Source: an optimization exercise on an open RTL-to-GDS flow (aim: small area). Production flows keep margins and buffers that such runs may drop.
In this exercise RTL edits were held to simulation tests only and were not proved equivalent to the original.
Power and IR drop assume default switching activity.

[flow/run.sh]
#!/bin/bash
# synth_recipe.tcl (not shown) runs the flow's synth.tcl, then flattens the netlist and writes it again
# the make line also repeats each setting of config.mk as NAME=value (left out here)
make -C /OpenROAD-flow-scripts/flow DESIGN_CONFIG=/design/flow/config.mk WORK_HOME=/design/flow/orfs CLKGATE_MAP_FILE= SYNTH_SCRIPT=/design/flow/synth_recipe.tcl finish
[flow/config.mk]
export PLATFORM = sky130hd
export DESIGN_NAME = ddr3_cmd_responder
export DESIGN_NICKNAME = ddr3_cmd_responder
export VERILOG_FILES = /design/flow/design.v
export SDC_FILE = /design/flow/constraint.sdc
export NUM_CORES = 4
export LEC_CHECK = 0
export CAP_MARGIN = 20
export CORE_MARGIN = 2
export CORE_UTILIZATION = 35
export SLEW_MARGIN = 20
export SYNTH_HIERARCHICAL = 1
export SYNTH_MINIMUM_KEEP_SIZE = 0
[flow/constraint.sdc]
create_clock -name core_clock -period 5.0 [get_ports {CLK}]
set_input_delay 1.0000 -clock core_clock [delete_from_list [all_inputs] [get_ports {CLK}]]
set_output_delay 1.0000 -clock core_clock [all_outputs]
set_load 0.01 [all_outputs]
[flow/design.v]
package ddr3_pkg;
  localparam int unsigned NUM_BANKS = 8;
  localparam int unsigned BA_W      = 3;
  localparam int unsigned ROW_W     = 15;
  localparam int unsigned DQ_W      = 16;
  localparam int unsigned DEF_CL     = 5;
  localparam int unsigned DEF_CWL    = 0;
  localparam int unsigned DEF_TRCD   = 4;
  localparam int unsigned DEF_TRP    = 4;
  localparam int unsigned DEF_TRFC   = 10;
  localparam int unsigned DEF_MEM_AW = 8;
  localparam logic [2:0] CMD_MRS  = 3'b000;
  localparam logic [2:0] CMD_REF  = 3'b001;
  localparam logic [2:0] CMD_PRE  = 3'b010;
  localparam logic [2:0] CMD_ACT  = 3'b011;
  localparam logic [2:0] CMD_WR   = 3'b100;
  localparam logic [2:0] CMD_RD   = 3'b101;
  localparam logic [2:0] CMD_ZQCL = 3'b110;
  localparam logic [2:0] CMD_NOP  = 3'b111;
  localparam logic [2:0] ERR_NONE       = 3'd0;
  localparam logic [2:0] ERR_ACT_OPEN   = 3'd1;
  localparam logic [2:0] ERR_NOT_ACTIVE = 3'd2;
  localparam logic [2:0] ERR_TRCD       = 3'd3;
  localparam logic [2:0] ERR_ACT_PRECHG = 3'd4;
  localparam logic [2:0] ERR_REF_OPEN   = 3'd5;
  localparam logic [2:0] ERR_REFRESHING = 3'd6;
endpackage
import ddr3_pkg::*;
module ddr3_bank_tracker (
  input  logic       act_i,    
  input  logic       pre_i,    
  input  logic       open_i,
  input  logic [1:0] tmr_i,
  output logic       open_o,
  output logic [1:0] tmr_o
);
  always_comb begin
    open_o = open_i;
    tmr_o  = tmr_i;
    if (act_i) begin
      open_o = 1'b1;
      tmr_o  = 2'd3;
    end else if (pre_i && open_i) begin
      open_o = 1'b0;
      tmr_o  = 2'd3;
    end else if (tmr_i != 2'd0) begin
      tmr_o  = tmr_i - 2'd1;
    end
  end
endmodule
module ddr3_ao222n (
  input  logic a0, s0, a1, s1, a2, s2,
  output logic y
);
  assign y = !((a0 && s0) || (a1 && s1) || (a2 && s2));
endmodule
module ddr3_nand4 (
  input  logic a, b, c, d,
  output logic y
);
  assign y = !(a && b && c && d);
endmodule
module ddr3_nand3 (
  input  logic a, b, c,
  output logic y
);
  assign y = !(a && b && c);
endmodule
module ddr3_nand2 (
  input  logic a, b,
  output logic y
);
  assign y = !(a && b);
endmodule
module ddr3_nor2 (
  input  logic a, b,
  output logic y
);
  assign y = !(a || b);
endmodule
import ddr3_pkg::*;
module ddr3_cmd_responder
#(
  parameter int unsigned CL     = DEF_CL,
  parameter int unsigned CWL    = DEF_CWL,
  parameter int unsigned tRCD   = DEF_TRCD,
  parameter int unsigned tRP    = DEF_TRP,
  parameter int unsigned tRFC   = DEF_TRFC,
  parameter int unsigned MEM_AW = DEF_MEM_AW
) (
  input  logic        CLK,
  input  logic        RESET,
  input  logic        CS,
  input  logic        RAS,
  input  logic        CAS,
  input  logic        WE,
  input  logic [14:0] Addr_in,
  input  logic [2:0]  BA_in,
  input  logic        LDM,
  input  logic        UDM,
  input  logic [15:0] DQ_in,
  output logic [15:0] DQ_out,
  output logic        DQ_valid,
  output logic [7:0]  bank_open,
  output logic        refreshing,
  output logic        err,
  output logic [2:0]  err_code
);
  localparam int unsigned DEPTH = 256;
  logic [NUM_BANKS-1:0] open_q, open_d;
  logic [1:0]           tmr_q [NUM_BANKS];
  logic [1:0]           tmr_d [NUM_BANKS];
  logic [1:0]           row_q [NUM_BANKS];
  logic [NUM_BANKS-1:0] act_c, pre_c;
  for (genvar gb = 0; gb < NUM_BANKS; gb++) begin : g_bank
    ddr3_bank_tracker u_bank (
      .act_i  (act_c[gb]),
      .pre_i  (pre_c[gb]),
      .open_i (open_q[gb]),
      .tmr_i  (tmr_q[gb]),
      .open_o (open_d[gb]),
      .tmr_o  (tmr_d[gb])
    );
  end
  always_ff @(posedge CLK) begin
    for (int b = 0; b < NUM_BANKS; b++) begin
      if (RESET) begin
        open_q[b] <= 1'b0;
        tmr_q[b]  <= 2'd0;
      end else begin
        open_q[b] <= open_d[b];
        tmr_q[b]  <= tmr_d[b];
      end
      if (act_c[b]) row_q[b] <= Addr_in[1:0];
    end
  end
  logic [2:0]  cmd_c;
  logic [2:0]  code_c;
  logic        is_nop, is_act, is_rw, is_rd, is_wr, is_pre, is_ref;
  logic        any_busy_c, cmd_ok_c, rd_go_c, wr_go_c;
  logic        ba_open_c, ba_ready_c, ba_prechg_c;
  logic [1:0]  ba_row_c;
  logic [3:0]  rfc_q;
  logic        err_q;
  logic [2:0]  err_code_q;
  assign bank_open  = open_q;
  assign refreshing = (rfc_q != 4'd0);
  always_comb begin
    cmd_c  = CS ? CMD_NOP : {RAS, CAS, WE};
    is_nop = (cmd_c == CMD_NOP);
    is_act = (cmd_c == CMD_ACT);
    is_rd  = (cmd_c == CMD_RD);
    is_wr  = (cmd_c == CMD_WR);
    is_rw  = is_rd || is_wr;
    is_pre = (cmd_c == CMD_PRE);
    is_ref = (cmd_c == CMD_REF);
    any_busy_c = 1'b0;
    for (int b = 0; b < NUM_BANKS; b++)
      any_busy_c |= open_q[b] || (tmr_q[b] != 2'd0);
    ba_open_c   = open_q[BA_in];
    ba_ready_c  = (tmr_q[BA_in] == 2'd0);
    ba_prechg_c = !ba_open_c && !ba_ready_c;
    ba_row_c    = row_q[BA_in];
    code_c = ERR_NONE;
    if (refreshing && !is_nop)            code_c = ERR_REFRESHING;
    else if (is_act && ba_open_c)         code_c = ERR_ACT_OPEN;
    else if (is_act && ba_prechg_c)       code_c = ERR_ACT_PRECHG;
    else if (is_rw && !ba_open_c)         code_c = ERR_NOT_ACTIVE;
    else if (is_rw && !ba_ready_c)        code_c = ERR_TRCD;
    else if (is_ref && any_busy_c)        code_c = ERR_REF_OPEN;
    cmd_ok_c = (code_c == ERR_NONE);
    rd_go_c  = cmd_ok_c && is_rd;
    wr_go_c  = cmd_ok_c && is_wr && !RESET;
    for (int b = 0; b < NUM_BANKS; b++) begin
      act_c[b] = cmd_ok_c && is_act && (BA_in == 3'(b));
      pre_c[b] = cmd_ok_c && ((is_pre && (Addr_in[10] || BA_in == 3'(b))) ||
                              (is_rw && Addr_in[10] && BA_in == 3'(b)));
    end
  end
  always_ff @(posedge CLK) begin
    if (RESET)                   rfc_q <= 4'd0;
    else if (cmd_ok_c && is_ref) rfc_q <= 4'd10;
    else if (rfc_q != 4'd0)      rfc_q <= rfc_q - 4'd1;
  end
  always_ff @(posedge CLK) begin
    if (RESET) begin
      err_q      <= 1'b0;
      err_code_q <= ERR_NONE;
    end else begin
      err_q <= !cmd_ok_c;
      if (!cmd_ok_c) err_code_q <= code_c;
    end
  end
  assign err      = err_q;
  assign err_code = err_code_q;
  logic [15:0]      wx_n;
  logic [31:0]      wy_n;
  logic [1:0]       wen_c [DEPTH];
  logic [DQ_W-1:0]  mem_q [DEPTH];
  always_comb begin
    for (int i = 0; i < 8; i++) begin
      wx_n[2*i]   = !(wr_go_c && !LDM && BA_in == 3'(i));
      wx_n[2*i+1] = !(wr_go_c && !UDM && BA_in == 3'(i));
    end
    for (int j = 0; j < 32; j++)
      wy_n[j] = !({ba_row_c, Addr_in[2:0]} == 5'(j));
  end
  for (genvar gw = 0; gw < DEPTH; gw++) begin : g_word
    for (genvar gl = 0; gl < 2; gl++) begin : g_lane
      ddr3_nor2 u_wen (.a(wx_n[2*(gw/32)+gl]), .b(wy_n[gw%32]), .y(wen_c[gw][gl]));
    end
    always_ff @(posedge CLK) begin
      if (wen_c[gw][0]) mem_q[gw][7:0]  <= DQ_in[7:0];
      if (wen_c[gw][1]) mem_q[gw][15:8] <= DQ_in[15:8];
    end
  end
  logic [4:0]       rd_vld_q;
  logic [7:0]       ridx_q;
  logic [31:0]      rx_n;
  logic [7:0]       rc_n;
  logic [DEPTH-1:0] rsel_c;
  logic [DQ_W-1:0]  rword_c;
  logic [DQ_W-1:0]  rd_dat_q [4];
  always_ff @(posedge CLK) begin
    if (RESET) rd_vld_q <= '0;
    else       rd_vld_q <= {rd_vld_q[3:0], rd_go_c};
  end
  always_ff @(posedge CLK) begin
    ridx_q <= {BA_in, ba_row_c, Addr_in[2:0]};
  end
  always_comb begin
    for (int i = 0; i < 32; i++) rx_n[i] = !(ridx_q[7:3] == 5'(i));
    for (int i = 0; i < 8; i++)  rc_n[i] = !(ridx_q[2:0] == 3'(i));
  end
  for (genvar gw = 0; gw < DEPTH; gw++) begin : g_rsel
    ddr3_nor2 u_sel (.a(rx_n[gw/8]), .b(rc_n[gw%8]), .y(rsel_c[gw]));
  end
  for (genvar gd = 0; gd < DQ_W; gd++) begin : g_rbit
    logic [85:0] l1;
    logic [21:0] l2;
    logic [10:0] l3;
    logic [2:0]  l4;
    for (genvar g = 0; g < 85; g++) begin : g_l1
      ddr3_ao222n u_ao (
        .a0(mem_q[3*g][gd]),   .s0(rsel_c[3*g]),
        .a1(mem_q[3*g+1][gd]), .s1(rsel_c[3*g+1]),
        .a2(mem_q[3*g+2][gd]), .s2(rsel_c[3*g+2]),
        .y(l1[g]));
    end
    ddr3_nand2 u_l1b (.a(mem_q[255][gd]), .b(rsel_c[255]), .y(l1[85]));
    for (genvar g = 0; g < 21; g++) begin : g_l2
      ddr3_nand4 u_nd (.a(l1[4*g]), .b(l1[4*g+1]), .c(l1[4*g+2]), .d(l1[4*g+3]), .y(l2[g]));
    end
    ddr3_nand2 u_l2b (.a(l1[84]), .b(l1[85]), .y(l2[21]));
    for (genvar g = 0; g < 11; g++) begin : g_l3
      ddr3_nor2 u_nr (.a(l2[2*g]), .b(l2[2*g+1]), .y(l3[g]));
    end
    ddr3_nand4 u_l4a (.a(l3[0]), .b(l3[1]), .c(l3[2]),  .d(l3[3]), .y(l4[0]));
    ddr3_nand4 u_l4b (.a(l3[4]), .b(l3[5]), .c(l3[6]),  .d(l3[7]), .y(l4[1]));
    ddr3_nand3 u_l4c (.a(l3[8]), .b(l3[9]), .c(l3[10]), .y(l4[2]));
    assign rword_c[gd] = |l4;
  end
  always_ff @(posedge CLK) begin
    rd_dat_q[0] <= rword_c;
    for (int i = 1; i < 4; i++) rd_dat_q[i] <= rd_dat_q[i-1];
  end
  assign DQ_out   = rd_dat_q[3];
  assign DQ_valid = rd_vld_q[4];
endmodule
==> out/qor.json, run 1 <==
{
  "critical_path": {
    "timing.reg2reg.worst_path_depth": 10,
    "cell_by_cell_listing_of_the_critical_path": "nor3b_1 -> buf_4 -> nand2_1 -> nor2_1 -> a222oi_1 -> nand4_1 -> nor2_1 -> nand4_1 -> buf_4 -> or3_1",
    "setup.reg_to_reg.worst_slack_ns": 0.35,
    "arrival_ns": 5.35,
    "path_max_fanout": 9,
    "start_kind": "flip-flop",
    "worstReg2RegStart": "ridx_q[6]$_DFF_P_",
    "cp-end-kind": "flip-flop",
    "worstReg2RegEnd": "rd_dat_q[0][6]$_DFF_P_",
    "worst_setup_path_startpoint": "ridx_q[6]$_DFF_P_",
    "crit_path_top_delay_cell": "sky130_fd_sc_hd__dfxtp_1",
    "worst-setup-path-type": "reg2reg",
    "setup.worst_path.end": "rd_dat_q[0][6]$_DFF_P_",
    "cp_data_required_time_ns": 5.71,
    "worst_path_largest_cell_delay_ns": 0.61
  },
  "global_route": {
    "grt_pass1_wl_mm": 601.4,
    "grt_use_total": 0.1955,
    "grt_start_max_net_pins": 124,
    "global_route.overflow_total": 0,
    "initial_antenna_violation_count": 30,
    "grt_pass1_vias": 82587
  },
  "clock_network": {
    "clockRootBuffer": "sky130_fd_sc_hd__clkbuf_16",
    "post_cts_resized": 0,
    "clock_sink_count": 4221,
    "tritoncts": "yes",
    "cts.hold.buffers_added": 0,
    "max-clock-path-buffers": 4,
    "post_cts_buffers": 0,
    "clock_edge_transition_at_the_registers_on_the_reported_setup_and_hold_paths_ns": 0.06,
    "cts.htree.levels": 5,
    "clk_lat_worst_skew_ns": 0.96,
    "cts_inserted_buffers": 394
  },
  "route": {
    "wirelength_mm": 433.8,
    "num_vias": 85630,
    "initialDrtViolationCount": 16506,
    "routedWlPerCell_um": 29.93,
    "post_drt_via_cell_ratio": 5.908,
    "drcViolationCount": 0,
    "route.antenna.remaining_nets": 0,
    "dr.pass1.iters": 14
  },
  "timing": {
    "report.final.slew_viol_count": 0,
    "max_slew.worst_pin.slew_ns": 1.165,
    "timing.clock.skew_ns": 0.08278,
    "timing.final.hold_violations": 0,
    "fin_setup_tns_ns": 0,
    "max_freq_ghz": 0.2152,
    "rsz_0062_raised_after_global_routing": "false",
    "fin_crit_ns": 4.647,
    "slew-limit-headroom": 0.2207,
    "crit_share_post_route": 0.9293,
    "setup-violations-final": 0
  },
  "synth": {
    "ys_dominant_reg_cell": "sky130_fd_sc_hd__edfxtp_1",
    "synth_cells": 7314,
    "netlist-cell-type-count": 56,
    "ys_seq_elements": 4221,
    "post-synth-top-area-fraction": 0.8376,
    "ys_seq_area_frac": 0.8524,
    "synth_edf_count": 4112,
    "netlist_area_sq_um": 147400,
    "syn_area_per_cell_sq_um": 20.16,
    "ys_async_sr_fraction": 0,
    "syn-num-nets": 7356,
    "synthTopCellsByArea": "sky130_fd_sc_hd__edfxtp_1, sky130_fd_sc_hd__a222oi_1, sky130_fd_sc_hd__nor2_1",
    "yosys.area.top_type": "sky130_fd_sc_hd__edfxtp_1",
    "ys_warns": 18
  },
  "placement": {
    "postPlaceCellArea_sq_um": 162600,
    "portBuffers": 60,
    "finalWeightedCongestion": 0.8798,
    "detailedPlacementHpwl_mm": 279.1,
    "place.detailed.instances": 13731
  },
  "floorplan": {
    "floorplan.die_area_sq_um": 426400,
    "io_pins": 72,
    "rows": 238,
    "floorplan.die.height_um": 653,
    "initial_core_util": 0.3511,
    "die_w_um": 653,
    "design.core.area_sq_um": 419900
  },
  "layout": {
    "number_of_standard_cells_in_the_final_layout_excluding_fillers": 14494,
    "post-route-util": 0.4181,
    "area_growth_syn_to_layout_pct": 19.07,
    "fin_nets": 8653,
    "layout-drive-gt1-share": 0.1753,
    "finish.instance_area_sq_um": 175500
  },
  "run": {
    "max_cap_viol_count": 0
  },
  "power": {
    "power.leakage_nw": 54.98,
    "power.ir.vdd_worst_mv": 0.2756,
    "power_density_nw_per_um2": 401.3
  },
  "status": {
    "status": "complete, no violations"
  },
  "worst_hold_path": {
    "min_path_type": "reg2reg"
  }
}
[synthesized netlist by cell type, drive strengths merged (2+ instances only)]
| cell | n |
|---|---|
| o22ai | 3 |
| and4 | 2 |
| o21ai | 14 |
| nor3b | 5 |
| nand3b | 4 |
| or3b | 2 |
| o211ai | 3 |
| mux4 | 2 |
| nor4 | 6 |
| nand2 | 136 |
| nor2b | 40 |
| nor2 | 979 |
| or3 | 22 |
| clkbuf | 9 |
| a21oi | 22 |
| buf | 5 |
| and3 | 4 |
| nand3 | 27 |
| o22a | 2 |
| mux2i | 5 |
| a21o | 8 |
| a2111oi | 2 |
| nand2b | 6 |
| and2 | 3 |
| o21a | 3 |
| inv | 22 |
| nand4 | 369 |
| a211oi | 4 |
| o2bb2ai | 2 |
| nor3 | 9 |
| dfxtp | 109 |
| edfxtp | 4112 |
| a222oi | 1360 |
[area by class of cell]
| type | instances | area, sq um |
|---|---|---|
| well taps | 5520 | 6907 |
| multi-input cells | 3057 | 21880 |
| diodes | 52 | 130.1 |
| fillers | 36371 | 244300 |
| inverters | 22 | 82.58 |
| clock inverters | 242 | 2410 |
| clock buffers | 465 | 10300 |
| repair buffers | 915 | 8165 |
| flip-flops and latches | 4221 | 125700 |
[Yosys stat by module (local to each module, per instance)]
| module | cell area (sq um) | cells | flip-flops and latches |
|---|---|---|---|
| ddr3_cmd_responder | 127500 | 4538 | 4221 |
| ddr3_nand3 | 5.005 | 1 | 0 |
| ddr3_bank_tracker | 36.28 | 7 | 0 |
| ddr3_nor2 | 3.754 | 1 | 0 |
| ddr3_nand2 | 3.754 | 1 | 0 |
| ddr3_nand4 | 6.256 | 1 | 0 |
| ddr3_ao222n | 10.01 | 1 | 0 |
[logic make-up after synthesis]
kind of cell	synth area share
mux	0.0007214
buf+inv	0.001061
flops	0.8524
simple gates	0.04979
compound gates	0.09604
[power breakdown]
group	switching (W)	internal (W)
logic	0.00142	0.000378
registers	0.0000988	0.0389
clock network	0.0127	0.0169
[per-layer routing]
| layer | vias to the layer above | share of wire | global-route usage |
|---|---|---|---|
| li1 | 35634 | - | - |
| met3 | 679 | 0.11 | 0.03991 |
| met2 | 5315 | 0.47 | 0.3143 |
| met5 | - | 0.00015 | 0 |
| met1 | 43994 | 0.38 | 0.2608 |
| met4 | 8 | 0.040 | 0.07672 |
[placed cells by master (no fill, tap or decap), drive strengths merged, types with 6 or more instances in the layout]
cell type	Yosys	layout
edfxtp	4112	4112
a222oi	1360	1360
nor2	979	979
buf	5	872
clkbuf	9	465
nand4	369	369
clkinv	0	170
nand2	136	136
dfxtp	109	109
diode	0	52
clkdlybuf4s50	0	43
bufinv	0	41
nor2b	40	40
inv	22	34
nand3	27	27
or3	22	22
a21oi	22	22
clkinvlp	0	19
o21ai	14	14
nor3	9	9
a21o	8	8
nand2b	6	6
nor4	6	6
[critical path: cells and delay by family (launching register included)]
kind	cells	cell delay [ns]
AND/OR/NAND/NOR	7	2.75
AO/OA/AOI/OAI	1	0.55
flip-flops	1	0.61
buffers and inverters	2	0.51
[registers in the layout, indices dropped and copies added (netlist names)]
name / count
err_code_q: 3
err_q: 1
mem_q: 4096
open_q: 8
rd_dat_q: 64
rd_vld_q: 5
rfc_q: 4
ridx_q: 8
row_q: 16
tmr_q: 16
[worst min-delay path by stage]
| stage | end | cells past startpoint | from | slack, ns |
|---|---|---|---|---|
| after global routing | rd_dat_q[3][0]$_DFF_P_ | 0 | rd_dat_q[2][0]$_DFF_P_ | 0.33 |
| final | rd_dat_q[2][1]$_DFF_P_ | 0 | rd_dat_q[1][1]$_DFF_P_ | 0.33 |
| after detailed placement | rd_dat_q[1][1]$_DFF_P_ | 0 | rd_dat_q[0][1]$_DFF_P_ | 0.31 |
| after floorplan | rd_dat_q[1][0]$_DFF_P_ | 0 | rd_dat_q[0][0]$_DFF_P_ | 0.31 |
| after CTS | rd_dat_q[3][15]$_DFF_P_ | 0 | rd_dat_q[2][15]$_DFF_P_ | 0.33 |
| after global placement | rd_dat_q[3][7]$_DFF_P_ | 0 | rd_dat_q[2][7]$_DFF_P_ | 0.31 |
[through the flow]
stage / hold WS [ns] / setup WS [ns] / power (W)
after floorplan: 0.3096 / 1.022 / 0.04006
after global placement: 0.3096 / 0.02799 / 0.04152
after detailed placement: 0.3121 / 0.02212 / 0.04158
after CTS: 0.3257 / 0.4813 / 0.07074
after global routing: 0.3286 / 0.3863 / 0.07216
final: 0.3252 / 0.3533 / 0.07044
==> run 2: changes to the inputs <==
==> flow/flow/run.sh (new file) <==
#!/bin/bash
set -euo pipefail
export CTS_ARGS="-sink_clustering_enable -repair_clock_nets -dont_use_dummy_load -buf_list sky130_fd_sc_hd__clkbuf_8 -sink_clustering_size 18 -sink_clustering_max_diameter 70"
bash standard.sh finish > flow.log 2>&1
==> flow/standard.sh (new file) <==
#!/bin/bash
# synth_recipe.tcl (not shown) runs the flow's synth.tcl, then flattens the netlist and writes it again
# the make line also repeats each setting of config.mk as NAME=value (left out here)
make -C /OpenROAD-flow-scripts/flow DESIGN_CONFIG=/design/flow/config.mk WORK_HOME=/design/flow/orfs CLKGATE_MAP_FILE= SYNTH_SCRIPT=/design/flow/synth_recipe.tcl "${@:-finish}"
--- a/flow/config.mk
+++ b/flow/config.mk
@@ -5,9 +5,11 @@
 export SDC_FILE = /design/flow/constraint.sdc
 export NUM_CORES = 4
 export LEC_CHECK = 0
-export CAP_MARGIN = 20
+export CAP_MARGIN = 10
 export CORE_MARGIN = 2
-export CORE_UTILIZATION = 35
-export SLEW_MARGIN = 20
+export CORE_UTILIZATION = 40
+export GPL_TIMING_DRIVEN = 0
+export PLACE_DENSITY = 0.5
+export SLEW_MARGIN = 10
 export SYNTH_HIERARCHICAL = 1
 export SYNTH_MINIMUM_KEEP_SIZE = 0
removed: flow/run.sh
==> out/qor.json, run 2 <==
{
  "synth": {
    "yosys.area.top_type": "sky130_fd_sc_hd__edfxtp_1",
    "ys_dominant_reg_cell": "sky130_fd_sc_hd__edfxtp_1",
    "synth_cells": 7314,
    "post-synth-top-area-fraction": 0.8376,
    "netlist-cell-type-count": 56,
    "synth_top_cells_by_count": "sky130_fd_sc_hd__edfxtp_1, sky130_fd_sc_hd__a222oi_1, sky130_fd_sc_hd__nor2_1, sky130_fd_sc_hd__nand4_1, sky130_fd_sc_hd__nand2_1",
    "ys_seq_area_frac": 0.8524,
    "syn-num-nets": 7356,
    "syn_area_per_cell_sq_um": 20.16,
    "ys_seq_elements": 4221,
    "synth_edf_count": 4112,
    "ys_warns": 18,
    "synthTopCellsByArea": "sky130_fd_sc_hd__edfxtp_1, sky130_fd_sc_hd__a222oi_1, sky130_fd_sc_hd__nor2_1",
    "netlist_area_sq_um": 147400,
    "synth.most_common_cell": "sky130_fd_sc_hd__edfxtp_1",
    "ys_async_sr_fraction": 0
  },
  "critical_path": {
    "cp_data_required_time_ns": 5.94,
    "start_kind": "flip-flop",
    "cell_by_cell_listing_of_the_critical_path": "nor3b_2 -> buf_4 -> nand2_1 -> nor2_1 -> a222oi_1 -> nand4_1 -> nor2_1 -> nand4_1 -> or3_1",
    "worst_path_largest_cell_delay_ns": 0.87,
    "crit_path_top_delay_cell": "sky130_fd_sc_hd__dfxtp_1",
    "arrival_ns": 5.99,
    "worst-setup-path-type": "reg2reg",
    "path_max_fanout": 16,
    "cp-end-kind": "flip-flop"
  },
  "global_route": {
    "grt_pass1_wl_mm": 611.0,
    "grt_start_max_net_pins": 122,
    "grt_pass1_vias": 77957,
    "initial_antenna_violation_count": 37,
    "grt_use_total": 0.2323,
    "global_route.overflow_total": 0
  },
  "route": {
    "post_drt_via_cell_ratio": 6.464,
    "route.antenna.remaining_nets": 0,
    "initialDrtViolationCount": 16030,
    "num_vias": 81580,
    "dr.pass1.iters": 14,
    "drcViolationCount": 0,
    "routedWlPerCell_um": 35.42,
    "wirelength_mm": 447.0
  },
  "clock_network": {
    "clock_edge_transition_at_the_registers_on_the_reported_setup_and_hold_paths_ns": 0.11,
    "clk_lat_worst_skew_ns": 1.10,
    "max-clock-path-buffers": 4,
    "cts.hold.buffers_added": 0,
    "cts_inserted_buffers": 277,
    "cts.htree.levels": 5,
    "clock_sink_count": 4221,
    "tritoncts": "yes",
    "clockRootBuffer": "sky130_fd_sc_hd__clkbuf_8"
  },
  "layout": {
    "fin_nets": 7820,
    "number_of_standard_cells_in_the_final_layout_excluding_fillers": 12620,
    "layout-drive-gt1-share": 0.08681,
    "top_regs": "mem_q x4096, rd_dat_q x64",
    "max_reg_flops": 4096,
    "area_growth_syn_to_layout_pct": 9.358,
    "largest_register": "mem_q",
    "mostFrequentLayoutCell": "sky130_fd_sc_hd__edfxtp_1",
    "most-common-layout-cells": "sky130_fd_sc_hd__edfxtp_1, sky130_fd_sc_hd__a222oi_1, sky130_fd_sc_hd__nor2_1, sky130_fd_sc_hd__nand4_1, sky130_fd_sc_hd__clkbuf_8",
    "post-route-util": 0.4400,
    "finish.instance_area_sq_um": 161200
  },
  "placement": {
    "place.detailed.instances": 12290,
    "postPlaceCellArea_sq_um": 156800,
    "detailedPlacementHpwl_mm": 286.1,
    "portBuffers": 60,
    "finalWeightedCongestion": 0.8200
  },
  "timing": {
    "setup-violations-final": 6,
    "crit_share_post_route": 1.010,
    "max_slew.worst_pin.slew_ns": 1.359,
    "timing.clock.skew_ns": 0.1034,
    "slew-limit-headroom": 0.09067,
    "fin_crit_ns": 5.052,
    "fin_setup_tns_ns": -0.1266,
    "report.final.slew_viol_count": 0,
    "fin_ws_ns": -0.05180,
    "timing.final.hold_violations": 0,
    "max_freq_ghz": 0.1979
  },
  "status": {
    "status": "complete, but fails checks",
    "so.violations": "setup timing"
  },
  "floorplan": {
    "design.core.area_sq_um": 366400,
    "floorplan.die.height_um": 611.1,
    "io_pins": 72,
    "rows": 222,
    "floorplan.die_area_sq_um": 373400,
    "die_w_um": 611.1,
    "initial_core_util": 0.4024
  },
  "power": {
    "power.ir.vdd_worst_mv": 0.2671,
    "power.leakage_nw": 47.33,
    "power_density_nw_per_um2": 348.2,
    "p_total_w": 0.05613
  },
  "run": {
    "max_cap_viol_count": 0
  },
  "worst_hold_path": {
    "min_path_type": "in2reg"
  }
}
-- run 2: cells by family after synthesis --
family / count (synthesis) / share of synthesized area
AO/OA/AOI/OAI: 1432 / 0.09604
buffers and inverters: 36 / 0.001061
flip-flops: 4221 / 0.8524
multiplexers: 8 / 0.0007214
AND/OR/NAND/NOR: 1617 / 0.04979
-- run 2: worst max-delay path, delay by kind of cell (launching register included) --
family / cells / cell delay (ns)
AOI/OAI and AO/OA: 1 / 0.54
buffers and inverters: 1 / 0.23
DFF: 1 / 0.87
and+or+nand+nor: 7 / 3.23
-- run 2: path summary, 6_finish.rpt --
| kind | startpoint | to | slack (ns) | cells after the start |
|---|---|---|---|---|
| setup / recovery | ridx_q[6]$_DFF_P_ | rd_dat_q[0][0]$_DFF_P_ | -0.05 | 9 |
| hold / removal | DQ_in[1] | mem_q[175][1]$_DFFE_PP_ | 0.26 | 1 |
| setup reg to reg | ridx_q[6]$_DFF_P_ | rd_dat_q[0][0]$_DFF_P_ | -0.05 | 9 |
| hold reg to reg | rd_dat_q[1][10]$_DFF_P_ | rd_dat_q[2][10]$_DFF_P_ | 0.30 | 0 |
-- run 2: repair_timing --
action / CTS / global route
pin swaps: 2 / 0
gates cloned: 0 / 0
buffers inserted: 6 / 0
endpoints found under the setup margin: 92 / 4
gates resized for setup: 26 / 5
-- run 2: where the power goes --
part | switching, W | internal (W) | leakage (nW) | total, W
clock | 0.0103 | 0.00502 | 1.99 | 0.0153
combinational | 0.00150 | 0.000376 | 7.50 | 0.00187
sequential | 0.0000707 | 0.0389 | 37.8 | 0.0390
-- run 2: final cells by class --
class,instances,area [sq um]
Antenna cell,28,70.07
Tap cell,4816,6026
Clock buffer,277,3812
Fill cell,31263,205200
Sequential cell,4221,125700
Inverter,22,82.58
Buffer,14,77.57
Timing Repair Buffer,185,3157
Multi-Input combinational cell,3057,22330
-- run 2: through the flow --
stage,hold slack [ns],setup slack (ns)
after detailed placement,0.3121,-1.278
after global placement,0.3097,-6.175
final,0.2594,-0.05180
after floorplan,0.3096,1.022
after CTS,0.1628,0.002471
after global routing,0.1780,-0.06261
-- run 2: per-layer routing --
metal	part of all wire	GRT usage	vias up	routed length, um
met5	0.00018	0	-	81
met4	0.026	0.06474	12	11780
met3	0.10	0.04451	543	46020
met2	0.46	0.3522	4415	204000
met1	0.41	0.3425	43078	185100
li1	-	-	33532	-
-- run 2: Yosys stat by module, one instance, submodules excluded --
module / copies in the design / cells
ddr3_ao222n: 1360 / 1
ddr3_bank_tracker: 8 / 7
ddr3_cmd_responder: 1 / 4538
ddr3_nand2: 32 / 1
ddr3_nand3: 16 / 1
ddr3_nand4: 368 / 1
ddr3_nor2: 944 / 1
==> run 3: changes to the inputs <==
--- a/flow/design.v
+++ b/flow/design.v
@@ -193,31 +193,34 @@
   end
   assign err      = err_q;
   assign err_code = err_code_q;
-  logic [15:0]      wx_n;
-  logic [31:0]      wy_n;
+  logic [31:0]      rx_n_q;
+  logic [7:0]       rc_n_q;
+  logic [1:0]       wlane_q;
+  logic [DQ_W-1:0]  wdat_q;
+  logic [15:0]      wc_n;
+  always_ff @(posedge CLK) begin
+    for (int i = 0; i < 32; i++) rx_n_q[i] <= !({BA_in, ba_row_c} == 5'(i));
+    for (int i = 0; i < 8; i++)  rc_n_q[i] <= !(Addr_in[2:0] == 3'(i));
+    wlane_q <= {wr_go_c && !UDM, wr_go_c && !LDM};
+    wdat_q  <= DQ_in;
+  end
+  always_comb begin
+    for (int k = 0; k < 8; k++)
+      for (int l = 0; l < 2; l++)
+        wc_n[2*k+l] = rc_n_q[k] || !wlane_q[l];
+  end
   logic [1:0]       wen_c [DEPTH];
   logic [DQ_W-1:0]  mem_q [DEPTH];
-  always_comb begin
-    for (int i = 0; i < 8; i++) begin
-      wx_n[2*i]   = !(wr_go_c && !LDM && BA_in == 3'(i));
-      wx_n[2*i+1] = !(wr_go_c && !UDM && BA_in == 3'(i));
-    end
-    for (int j = 0; j < 32; j++)
-      wy_n[j] = !({ba_row_c, Addr_in[2:0]} == 5'(j));
-  end
   for (genvar gw = 0; gw < DEPTH; gw++) begin : g_word
     for (genvar gl = 0; gl < 2; gl++) begin : g_lane
-      ddr3_nor2 u_wen (.a(wx_n[2*(gw/32)+gl]), .b(wy_n[gw%32]), .y(wen_c[gw][gl]));
+      ddr3_nor2 u_wen (.a(rx_n_q[gw/8]), .b(wc_n[2*(gw%8)+gl]), .y(wen_c[gw][gl]));
     end
     always_ff @(posedge CLK) begin
-      if (wen_c[gw][0]) mem_q[gw][7:0]  <= DQ_in[7:0];
-      if (wen_c[gw][1]) mem_q[gw][15:8] <= DQ_in[15:8];
+      if (wen_c[gw][0]) mem_q[gw][7:0]  <= wdat_q[7:0];
+      if (wen_c[gw][1]) mem_q[gw][15:8] <= wdat_q[15:8];
     end
   end
   logic [4:0]       rd_vld_q;
-  logic [7:0]       ridx_q;
-  logic [31:0]      rx_n;
-  logic [7:0]       rc_n;
   logic [DEPTH-1:0] rsel_c;
   logic [DQ_W-1:0]  rword_c;
   logic [DQ_W-1:0]  rd_dat_q [4];
@@ -225,15 +228,8 @@
     if (RESET) rd_vld_q <= '0;
     else       rd_vld_q <= {rd_vld_q[3:0], rd_go_c};
   end
-  always_ff @(posedge CLK) begin
-    ridx_q <= {BA_in, ba_row_c, Addr_in[2:0]};
-  end
-  always_comb begin
-    for (int i = 0; i < 32; i++) rx_n[i] = !(ridx_q[7:3] == 5'(i));
-    for (int i = 0; i < 8; i++)  rc_n[i] = !(ridx_q[2:0] == 3'(i));
-  end
   for (genvar gw = 0; gw < DEPTH; gw++) begin : g_rsel
-    ddr3_nor2 u_sel (.a(rx_n[gw/8]), .b(rc_n[gw%8]), .y(rsel_c[gw]));
+    ddr3_nor2 u_sel (.a(rx_n_q[gw/8]), .b(rc_n_q[gw%8]), .y(rsel_c[gw]));
   end
   for (genvar gd = 0; gd < DQ_W; gd++) begin : g_rbit
     logic [85:0] l1;
--- a/flow/config.mk
+++ b/flow/config.mk
@@ -5,11 +5,12 @@
 export SDC_FILE = /design/flow/constraint.sdc
 export NUM_CORES = 4
 export LEC_CHECK = 0
-export CAP_MARGIN = 10
+export CAP_MARGIN = 20
 export CORE_MARGIN = 2
 export CORE_UTILIZATION = 40
 export GPL_TIMING_DRIVEN = 0
 export PLACE_DENSITY = 0.5
-export SLEW_MARGIN = 10
+export SETUP_SLACK_MARGIN = 0.1
+export SLEW_MARGIN = 20
 export SYNTH_HIERARCHICAL = 1
 export SYNTH_MINIMUM_KEEP_SIZE = 0
==> out/qor.json, run 3 <==
{
  "timing": {
    "hold_ws_ns": 0.3058,
    "fin_crit_ns": 4.467,
    "slew-limit-headroom": 0.2453,
    "report.final.slew_viol_count": 0,
    "timing.final.hold_violations": 0,
    "crit_share_post_route": 0.8934,
    "max_slew.worst_pin.slew_ns": 1.131,
    "setup-violations-final": 0,
    "max_freq_ghz": 0.2239,
    "rsz_0062_raised_after_global_routing": "false",
    "fin_setup_tns_ns": 0,
    "timing.clock.skew_ns": 0.1154
  },
  "synth": {
    "ys_seq_area_frac": 0.8546,
    "synth.most_common_cell": "sky130_fd_sc_hd__edfxtp_1",
    "syn-num-nets": 7361,
    "synth_edf_count": 4112,
    "netlist_area_sq_um": 148200,
    "post-synth-top-area-fraction": 0.8331,
    "yosys.area.top_type": "sky130_fd_sc_hd__edfxtp_1",
    "ys_seq_elements": 4271,
    "synthTopCellsByArea": "sky130_fd_sc_hd__edfxtp_1, sky130_fd_sc_hd__a222oi_1, sky130_fd_sc_hd__nor2_1",
    "synth_cells": 7319,
    "ys_warns": 18,
    "synth_top_cells_by_count": "sky130_fd_sc_hd__edfxtp_1, sky130_fd_sc_hd__a222oi_1, sky130_fd_sc_hd__nor2_1, sky130_fd_sc_hd__nand4_1, sky130_fd_sc_hd__dfxtp_1",
    "syn_area_per_cell_sq_um": 20.25,
    "netlist-cell-type-count": 54,
    "ys_dominant_reg_cell": "sky130_fd_sc_hd__edfxtp_1",
    "ys_async_sr_fraction": 0
  },
  "critical_path": {
    "cp_data_required_time_ns": 5.95,
    "worstReg2RegEnd": "rd_dat_q[0][3]$_DFF_P_",
    "path_max_fanout": 18,
    "start_kind": "flip-flop",
    "setup.reg_to_reg.worst_slack_ns": 0.53,
    "worstReg2RegStart": "rc_n_q[7]$_DFF_P_",
    "cp-end-kind": "flip-flop",
    "timing.reg2reg.worst_path_depth": 7,
    "arrival_ns": 5.42,
    "worst-setup-path-type": "reg2reg"
  },
  "route": {
    "post_drt_via_cell_ratio": 6.302,
    "num_vias": 80288,
    "initialDrtViolationCount": 14032,
    "drcViolationCount": 0,
    "route.antenna.remaining_nets": 0,
    "wirelength_mm": 434.2,
    "dr.pass1.iters": 13,
    "routedWlPerCell_um": 34.08
  },
  "power": {
    "power_frac_seq": 0.701,
    "power.ir.vdd_worst_mv": 0.2334,
    "p_clk_frac": 0.272,
    "power.internal_w": 0.04475,
    "switching_power_summed_over_all_nets_w": 0.01175,
    "combPwrFrac": 0.027,
    "power_density_nw_per_um2": 347.7,
    "power.leakage_nw": 47.61,
    "swShare": 0.2080
  },
  "worst_hold_path": {
    "min_delay_worst_endpoint": "rd_dat_q[1][11]$_DFF_P_",
    "min-delay-start": "rd_dat_q[0][11]$_DFF_P_",
    "min_path_type": "reg2reg",
    "worst_hold_path.num_cells": 0
  },
  "global_route": {
    "groute.layer.met3.usage": 0.04447,
    "top_usage_layer": "met2",
    "grt_pass1_vias": 78374,
    "globalRouteMet2Util": 0.3615,
    "global_route.overflow_total": 0,
    "grt_use_total": 0.2243,
    "grt_start_max_net_pins": 67,
    "use_met1": 0.3092,
    "initial_antenna_violation_count": 34,
    "grt_pass1_wl_mm": 596.1
  },
  "layout": {
    "largest_register": "mem_q",
    "area_growth_syn_to_layout_pct": 9.631,
    "mostFrequentLayoutCell": "sky130_fd_sc_hd__edfxtp_1",
    "multi_input_comb_area_sq_um": 22160,
    "max_reg_flops": 4096,
    "number_of_standard_cells_in_the_final_layout_excluding_fillers": 12741,
    "layout.filler_cells": 31794,
    "top_regs": "mem_q x4096, rd_dat_q x64, rx_n_q x32",
    "most-common-layout-cells": "sky130_fd_sc_hd__edfxtp_1, sky130_fd_sc_hd__a222oi_1, sky130_fd_sc_hd__nor2_1, sky130_fd_sc_hd__nand4_1, sky130_fd_sc_hd__clkbuf_8",
    "fin_nets": 7806,
    "finish.instance_area_sq_um": 162500,
    "layout-drive-gt1-share": 0.09469,
    "area.sequential_sq_um": 126800
  },
  "clock_network": {
    "cts.hold.buffers_added": 0,
    "clock_sink_count": 4271,
    "post_cts_resized": 0,
    "cts.htree.levels": 5,
    "post_cts_buffers": 0,
    "max-clock-path-buffers": 4,
    "clk_lat_worst_skew_ns": 1.13,
    "tritoncts": "yes",
    "clock_edge_transition_at_the_registers_on_the_reported_setup_and_hold_paths_ns": 0.11,
    "clockRootBuffer": "sky130_fd_sc_hd__clkbuf_8",
    "cts_inserted_buffers": 279
  },
  "floorplan": {
    "rows": 223,
    "design.core.area_sq_um": 368900,
    "floorplan.die_area_sq_um": 375400,
    "io_pins": 72,
    "floorplan.die.height_um": 612.7,
    "initial_core_util": 0.4018,
    "die_w_um": 612.7
  },
  "placement": {
    "detailedPlacementHpwl_mm": 280.8,
    "portBuffers": 57,
    "postPlaceCellArea_sq_um": 158500,
    "finalWeightedCongestion": 0.8221,
    "place.detailed.instances": 12432
  },
  "status": {
    "status": "complete, no violations"
  },
  "run": {
    "max_cap_viol_count": 0
  }
}
[run 3: cell types whose count changed after synthesis, sizes merged, moves of 4 or more]
cell | previous run | this run
dfxtp | 109 | 159
nand2 | 136 | 89
nand2b | 6 | 22
nor2 | 979 | 971
nor2b | 40 | 33
buf | 5 | 10
nor3b | 5 | 1
or3 | 22 | 26
[run 3: layout make-up]
class	instances	area share
Buffer	17	0.0005390
Sequential cell	4271	0.7803
Inverter	22	0.0005082
Clock buffer	279	0.02363
Timing Repair Buffer	164	0.02013
Multi-Input combinational cell	3009	0.1364
Tap cell	4950	0.03812
Antenna cell	29	0.0004466
[run 3: power groups by stage]
stage	combinational, W	clock, W	sequential [W]
6_report	0.00155	0.0154	0.0396
5_1_grt	0.00160	0.0169	0.0396
4_1_cts	0.00155	0.0158	0.0396
3_5_place_dp	0.00155	0	0.0404
3_3_place_gp	0.000737	0	0.0413
2_1_floorplan	0.000252	0	0.0406
[run 3: metrics by stage]
stage / power (W) / utilization / setup slack (ns)
global route: 0.05817 / 0.4405 / 0.6067
detailed placement: 0.04198 / 0.4297 / 0.2666
finish: 0.05650 / 0.4405 / 0.5332
global placement: 0.04206 / 0.4201 / -4.834
CTS: 0.05699 / 0.4401 / 0.6518
floorplan: 0.04084 / - / 0.7659
[run 3: modules after synthesis (local to each module, per instance)]
module / flip-flops and latches / cells
ddr3_ao222n: 0 / 1
ddr3_bank_tracker: 0 / 7
ddr3_cmd_responder: 4271 / 4543
ddr3_nand2: 0 / 1
ddr3_nand3: 0 / 1
ddr3_nand4: 0 / 1
ddr3_nor2: 0 / 1
[run 3: worst max-delay path by stage]
stage / from / to
after global routing: rx_n_q[5]$_DFF_P_ / rd_dat_q[0][3]$_DFF_P_
final: rc_n_q[7]$_DFF_P_ / rd_dat_q[0][3]$_DFF_P_
after floorplan: wdat_q[0]$_DFF_P_ / mem_q[0][0]$_DFFE_PP_
after detailed placement: BA_in[2] / rx_n_q[17]$_DFF_P_
after CTS: rx_n_q[3]$_DFF_P_ / rd_dat_q[0][0]$_DFF_P_
after global placement: wdat_q[4]$_DFF_P_ / mem_q[231][4]$_DFFE_PP_
[run 3: cells by family (layout without fill, tap and decap cells)]
family	Yosys count	count (layout)	synth area share
flip-flops	4271	4271	0.8546
other	0	29	0
AO/OA/AOI/OAI	1426	1426	0.09494
buffers and inverters	39	482	0.001148
multiplexers	10	10	0.0008020
AND/OR/NAND/NOR	1573	1573	0.04852
[run 3: layer usage]
metal | wire length, um | share of wire
met1 | 173700 | 0.40
met2 | 207800 | 0.48
met3 | 39640 | 0.091
met4 | 13000 | 0.030
met5 | 70 | 0.00016
[run 3: worst max-delay path, stage by stage (launching register included)]
cell	delay, ns
sky130_fd_sc_hd__dfxtp_4	0.87
sky130_fd_sc_hd__buf_16	0.36
sky130_fd_sc_hd__nor2_2	0.24
sky130_fd_sc_hd__a222oi_1	0.58
sky130_fd_sc_hd__nand4_1	0.21
sky130_fd_sc_hd__nor2_1	0.70
sky130_fd_sc_hd__nand4_1	0.78
sky130_fd_sc_hd__or3_1	0.57
==> run 4: changes to the inputs <==
--- a/flow/design.v
+++ b/flow/design.v
@@ -47,6 +47,12 @@
       tmr_o  = tmr_i - 2'd1;
     end
   end
+endmodule
+module ddr3_ao22 (
+  input  logic a0, s0, a1, s1,
+  output logic y
+);
+  assign y = (a0 && s0) || (a1 && s1);
 endmodule
 module ddr3_ao222n (
   input  logic a0, s0, a1, s1, a2, s2,
@@ -209,16 +215,28 @@
       for (int l = 0; l < 2; l++)
         wc_n[2*k+l] = rc_n_q[k] || !wlane_q[l];
   end
-  logic [1:0]       wen_c [DEPTH];
-  logic [DQ_W-1:0]  mem_q [DEPTH];
+  logic [31:0]      rx;
+  logic [15:0]      wc;
+  logic [2*DEPTH-1:0] wen_c;
+  logic [2*DEPTH-1:0] wen_n_c;
+  logic [DEPTH*DQ_W-1:0] mem_d;
+  logic [DEPTH*DQ_W-1:0] mem_q;
+  assign rx = ~rx_n_q;
+  assign wc = ~wc_n;
   for (genvar gw = 0; gw < DEPTH; gw++) begin : g_word
     for (genvar gl = 0; gl < 2; gl++) begin : g_lane
-      ddr3_nor2 u_wen (.a(rx_n_q[gw/8]), .b(wc_n[2*(gw%8)+gl]), .y(wen_c[gw][gl]));
-    end
-    always_ff @(posedge CLK) begin
-      if (wen_c[gw][0]) mem_q[gw][7:0]  <= wdat_q[7:0];
-      if (wen_c[gw][1]) mem_q[gw][15:8] <= wdat_q[15:8];
-    end
+      ddr3_nor2  u_wen   (.a(rx_n_q[gw/8]), .b(wc_n[2*(gw%8)+gl]), .y(wen_c[2*gw+gl]));
+      ddr3_nand2 u_wen_n (.a(rx[gw/8]),     .b(wc[2*(gw%8)+gl]),   .y(wen_n_c[2*gw+gl]));
+      for (genvar gb = 0; gb < 8; gb++) begin : g_bit
+        ddr3_ao22 u_hold (
+          .a0(mem_q[DQ_W*gw+8*gl+gb]), .s0(wen_n_c[2*gw+gl]),
+          .a1(wdat_q[8*gl+gb]),        .s1(wen_c[2*gw+gl]),
+          .y (mem_d[DQ_W*gw+8*gl+gb]));
+      end
+    end
+  end
+  always_ff @(posedge CLK) begin
+    mem_q <= mem_d;
   end
   logic [4:0]       rd_vld_q;
   logic [DEPTH-1:0] rsel_c;
@@ -238,12 +256,12 @@
     logic [2:0]  l4;
     for (genvar g = 0; g < 85; g++) begin : g_l1
       ddr3_ao222n u_ao (
-        .a0(mem_q[3*g][gd]),   .s0(rsel_c[3*g]),
-        .a1(mem_q[3*g+1][gd]), .s1(rsel_c[3*g+1]),
-        .a2(mem_q[3*g+2][gd]), .s2(rsel_c[3*g+2]),
+        .a0(mem_q[DQ_W*(3*g)+gd]),   .s0(rsel_c[3*g]),
+        .a1(mem_q[DQ_W*(3*g+1)+gd]), .s1(rsel_c[3*g+1]),
+        .a2(mem_q[DQ_W*(3*g+2)+gd]), .s2(rsel_c[3*g+2]),
         .y(l1[g]));
     end
-    ddr3_nand2 u_l1b (.a(mem_q[255][gd]), .b(rsel_c[255]), .y(l1[85]));
+    ddr3_nand2 u_l1b (.a(mem_q[DQ_W*255+gd]), .b(rsel_c[255]), .y(l1[85]));
     for (genvar g = 0; g < 21; g++) begin : g_l2
       ddr3_nand4 u_nd (.a(l1[4*g]), .b(l1[4*g+1]), .c(l1[4*g+2]), .d(l1[4*g+3]), .y(l2[g]));
     end
--- a/flow/config.mk
+++ b/flow/config.mk
@@ -5,12 +5,12 @@
 export SDC_FILE = /design/flow/constraint.sdc
 export NUM_CORES = 4
 export LEC_CHECK = 0
-export CAP_MARGIN = 20
+export CAP_MARGIN = 10
 export CORE_MARGIN = 2
 export CORE_UTILIZATION = 40
 export GPL_TIMING_DRIVEN = 0
 export PLACE_DENSITY = 0.5
-export SETUP_SLACK_MARGIN = 0.1
-export SLEW_MARGIN = 20
+export SETUP_SLACK_MARGIN = 0.3
+export SLEW_MARGIN = 10
 export SYNTH_HIERARCHICAL = 1
 export SYNTH_MINIMUM_KEEP_SIZE = 0
==> out/qor.json, run 4 <==
{
  "clock_network": {
    "post_cts_buffers": 0,
    "cts.htree.levels": 5,
    "post_cts_resized": 2,
    "clock_edge_transition_at_the_registers_on_the_reported_setup_and_hold_paths_ns": 0.12,
    "clk_lat_worst_skew_ns": 1.15,
    "cts_inserted_buffers": 286,
    "tritoncts": "yes",
    "max-clock-path-buffers": 4,
    "clockRootBuffer": "sky130_fd_sc_hd__clkbuf_8",
    "cts.hold.buffers_added": 0,
    "clock_sink_count": 4271
  },
  "power": {
    "switching_power_summed_over_all_nets_w": 0.01231,
    "swShare": 0.2375,
    "power_density_nw_per_um2": 323.9,
    "power.leakage_nw": 57.12,
    "power.ir.vdd_worst_mv": 0.2151,
    "power.internal_w": 0.03955,
    "power_frac_seq": 0.661,
    "p_clk_frac": 0.312,
    "combPwrFrac": 0.026
  },
  "layout": {
    "fin_nets": 12498,
    "area_growth_syn_to_layout_pct": 10.24,
    "layout-drive-gt1-share": 0.04737,
    "largest_register": "mem_q",
    "layout.filler_cells": 33042,
    "mostFrequentLayoutCell": "sky130_fd_sc_hd__dfxtp_1",
    "top_regs": "mem_q x4096, rd_dat_q x64, rx_n_q x32",
    "max_reg_flops": 4096,
    "most-common-layout-cells": "sky130_fd_sc_hd__dfxtp_1, sky130_fd_sc_hd__a22o_1, sky130_fd_sc_hd__a222oi_1, sky130_fd_sc_hd__nor2_1, sky130_fd_sc_hd__nand2_1"
  },
  "synth": {
    "ys_dominant_reg_cell": "sky130_fd_sc_hd__dfxtp_1",
    "ys_seq_elements": 4271,
    "synth.most_common_cell": "sky130_fd_sc_hd__dfxtp_1",
    "synth_top_cells_by_count": "sky130_fd_sc_hd__dfxtp_1, sky130_fd_sc_hd__a22o_1, sky130_fd_sc_hd__a222oi_1, sky130_fd_sc_hd__nor2_1, sky130_fd_sc_hd__nand2_1",
    "netlist-cell-type-count": 69,
    "netlist_area_sq_um": 145200,
    "syn_area_per_cell_sq_um": 12.14,
    "post-synth-top-area-fraction": 0.5865,
    "synth_edf_count": 16,
    "ys_warns": 15,
    "yosys.area.top_type": "sky130_fd_sc_hd__dfxtp_1",
    "ys_async_sr_fraction": 0,
    "synthTopCellsByArea": "sky130_fd_sc_hd__dfxtp_1, sky130_fd_sc_hd__a22o_1, sky130_fd_sc_hd__a222oi_1",
    "syn-num-nets": 12003,
    "synth_cells": 11961,
    "ys_seq_area_frac": 0.5898
  },
  "global_route": {
    "groute.layer.met3.usage": 0.07431,
    "initial_antenna_violation_count": 53,
    "top_usage_layer": "met2",
    "grt_pass1_vias": 115925,
    "grt_start_max_net_pins": 55,
    "globalRouteMet2Util": 0.4550,
    "use_met1": 0.4197,
    "grt_use_total": 0.3077,
    "global_route.overflow_total": 0,
    "grt_pass1_wl_mm": 844.2
  },
  "placement": {
    "finalWeightedCongestion": 0.8863,
    "preCtsSetupSlack_ns": 0.06220,
    "detailedPlacementHpwl_mm": 394.5,
    "portBuffers": 58
  },
  "route": {
    "num_vias": 122561,
    "post_drt_via_cell_ratio": 7.075,
    "wirelength_mm": 597.3,
    "initialDrtViolationCount": 20877,
    "routedWlPerCell_um": 34.48,
    "drcViolationCount": 0,
    "route.antenna.remaining_nets": 0,
    "dr.pass1.iters": 15
  },
  "floorplan": {
    "design.core.area_sq_um": 362000,
    "initial_core_util": 0.4013,
    "floorplan.die_area_sq_um": 367900,
    "die_w_um": 606.6,
    "io_pins": 72,
    "rows": 221,
    "floorplan.die.height_um": 606.6
  },
  "critical_path": {
    "crit_path_top_delay_cell": "sky130_fd_sc_hd__dfxtp_4",
    "arrival_ns": 5.88,
    "cell_by_cell_listing_of_the_critical_path": "nor2_1 -> a222oi_1 -> nand4_1 -> nor2_1 -> nand4_1 -> or3_1",
    "timing.reg2reg.worst_path_depth": 6,
    "cp_data_required_time_ns": 6.00,
    "worst_path_dominant_cell_family": "simple AND/OR/NAND/NOR gates",
    "worst-path-buf-inv": 0,
    "worstReg2RegEnd": "rd_dat_q[0][13]$_DFF_P_",
    "setup.reg_to_reg.worst_slack_ns": 0.12,
    "cp_num_cells": 6,
    "start_kind": "flip-flop",
    "path_max_fanout": 21,
    "worst_path_largest_cell_delay_ns": 0.93,
    "worstReg2RegStart": "rc_n_q[0]$_DFF_P_",
    "worst-setup-path-type": "reg2reg",
    "cp-end-kind": "flip-flop"
  },
  "timing": {
    "report.final.slew_viol_count": 0,
    "timing.final.hold_violations": 0,
    "fin_crit_ns": 4.882,
    "max_freq_ghz": 0.2048,
    "crit_share_post_route": 0.9764,
    "timing.clock.skew_ns": 0.1173,
    "fin_setup_tns_ns": 0,
    "setup-violations-final": 0,
    "fin_ws_ns": 0.1179,
    "rsz_0062_raised_after_global_routing": "false",
    "slew-limit-headroom": 0.06641,
    "max_slew.worst_pin.slew_ns": 1.395
  },
  "status": {
    "status": "complete, no violations"
  },
  "worst_hold_path": {
    "worst_hold_path.num_cells": 1,
    "min-delay-start": "DQ_in[2]",
    "min_delay_worst_endpoint": "wdat_q[2]$_DFF_P_",
    "min_path_type": "in2reg"
  },
  "run": {
    "max_cap_viol_count": 0
  }
}
run 4: changes by cell type in the layout (fill, tap and decap cells not counted), sizes merged, moves of 4 or more:
cell    change
nor2        +4
inv        +48
clkbuf      +5
and3        -4
nand2     +513
edfxtp   -4096
buf        +38
or3         -7
diode      +47
a22o     +4093
dfxtp    +4096
run 4: kinds of logic after synthesis:
family | Yosys count | share of synthesized area
AOI/OAI and AO/OA | 5526 | 0.3447
DFF | 4271 | 0.5898
and+or+nand+nor | 2075 | 0.06265
buffers and inverters | 81 | 0.002248
muxes | 8 | 0.0006547
run 4: per-layer routing:
layer / wire, um / vias up
met5: 448 / -
met4: 30600 / 35
met3: 61910 / 1322
met2: 253800 / 7473
met1: 250600 / 61679
li1: - / 52052
run 4: power by group through the flow:
stage          clock, W  sequential [W]  combinational [W]
2_1_floorplan         0          0.0352           0.000161
3_3_place_gp          0          0.0358           0.000312
3_5_place_dp          0          0.0351            0.00132
4_1_cts          0.0165          0.0343            0.00132
5_1_grt          0.0177          0.0343            0.00138
6_report         0.0162          0.0343            0.00136
run 4: worst max path at each step:
| stage | start | endpoint | slack (ns) |
|---|---|---|---|
| final | rc_n_q[0]$_DFF_P_ | rd_dat_q[0][13]$_DFF_P_ | 0.12 |
| after global routing | rc_n_q[0]$_DFF_P_ | rd_dat_q[0][11]$_DFF_P_ | 0.28 |
| after CTS | rc_n_q[0]$_DFF_P_ | rd_dat_q[0][11]$_DFF_P_ | 0.38 |
| after detailed placement | rx_n_q[6]$_DFF_P_ | rd_dat_q[0][11]$_DFF_P_ | 0.06 |
| after global placement | rc_n_q[7]$_DFF_P_ | mem_q[3321]$_DFF_P_ | -9.48 |
| after floorplan | wdat_q[0]$_DFF_P_ | mem_q[0]$_DFF_P_ | 2.15 |
run 4: worst register-to-register path, cell delays in order, from the launching register on:
cell,delay [ns]
sky130_fd_sc_hd__dfxtp_4,0.93
sky130_fd_sc_hd__nor2_1,0.54
sky130_fd_sc_hd__a222oi_1,0.77
sky130_fd_sc_hd__nand4_1,0.43
sky130_fd_sc_hd__nor2_1,0.70
sky130_fd_sc_hd__nand4_1,0.81
sky130_fd_sc_hd__or3_1,0.62
run 4: cell type report:
cell class                      instances  area (sq um)  area share
Inverter                               70         342.8    0.002141
Sequential cell                      4271         85770      0.5357
Antenna cell                           76         190.2    0.001188
Timing Repair Buffer                  207          4328     0.02703
Tap cell                             4794          5998     0.03746
Clock buffer                          286          3936     0.02458
Multi-Input combinational cell       7609         59490      0.3715
Buffer                                 11         63.81   0.0003985
run 4: Yosys stat by module (local to each module, per instance):
| module | times used | cells | cell area (sq um) |
|---|---|---|---|
| ddr3_nand3 | 16 | 1 | 5.005 |
| ddr3_nor2 | 944 | 1 | 3.754 |
| ddr3_nand2 | 544 | 1 | 3.754 |
| ddr3_cmd_responder | 1 | 4577 | 87500 |
| ddr3_nand4 | 368 | 1 | 6.256 |
| ddr3_bank_tracker | 8 | 7 | 36.28 |
| ddr3_ao222n | 1360 | 1 | 10.01 |
| ddr3_ao22 | 4096 | 1 | 8.758 |
run 4: through the flow:
step                total power, W  std cells  instance area [sq um]  utilization  hold WS (ns)
floorplan                  0.03540      11961                 145300            -        0.3096
global placement           0.03614      16813                 151800       0.4195        0.3133
detailed placement         0.03639      16951                 155800       0.4304        0.3121
CTS                        0.05211      17237                 159700       0.4412        0.1826
global route               0.05338      17308                 160100       0.4423        0.2186
finish                     0.05186      17324                 160100       0.4424        0.2734

-- what the ideal ports hide --
How much do the figures lean on ideal ports? The routed layouts below were timed once more, with nothing changed but the port constraints.
Step 1 assumes that a clkbuf_16 drives the clock port and a buf_2 every other input.
Step 2 also shifts input and output timing later by t, the mid clock arrival at the registers, as if the neighbouring blocks saw the same clock.
Slacks: ideal ports / drivers / drivers and shift; pairs: ideal ports / drivers.
run | shift t [ns] | slack for setup (ns) | hold slack, ns | slew at the worst register clock pin (ns) | worst slew at a driven data input, ns
run 1 | 1.027 | 0.353 / 0.353 / 0.046 | 0.325 / 0.325 / 0.325 | 0.07 / 0.07 | 0.19
run 2 | 1.175 | -0.052 / -0.052 / -0.988 | 0.259 / 0.185 / 0.301 | 0.12 / 0.12 | 0.15
run 3 | 1.173 | 0.533 / 0.533 / 0.268 | 0.306 / 0.236 / 0.306 | 0.12 / 0.12 | 0.22
run 4 | 1.207 | 0.118 / 0.118 / 0.118 | 0.273 / 0.189 / 0.321 | 0.12 / 0.12 | 0.10
For run 2, which loses most, drivers alone change the setup slack by 0.000 ns; drivers and shift together by -0.936 ns.
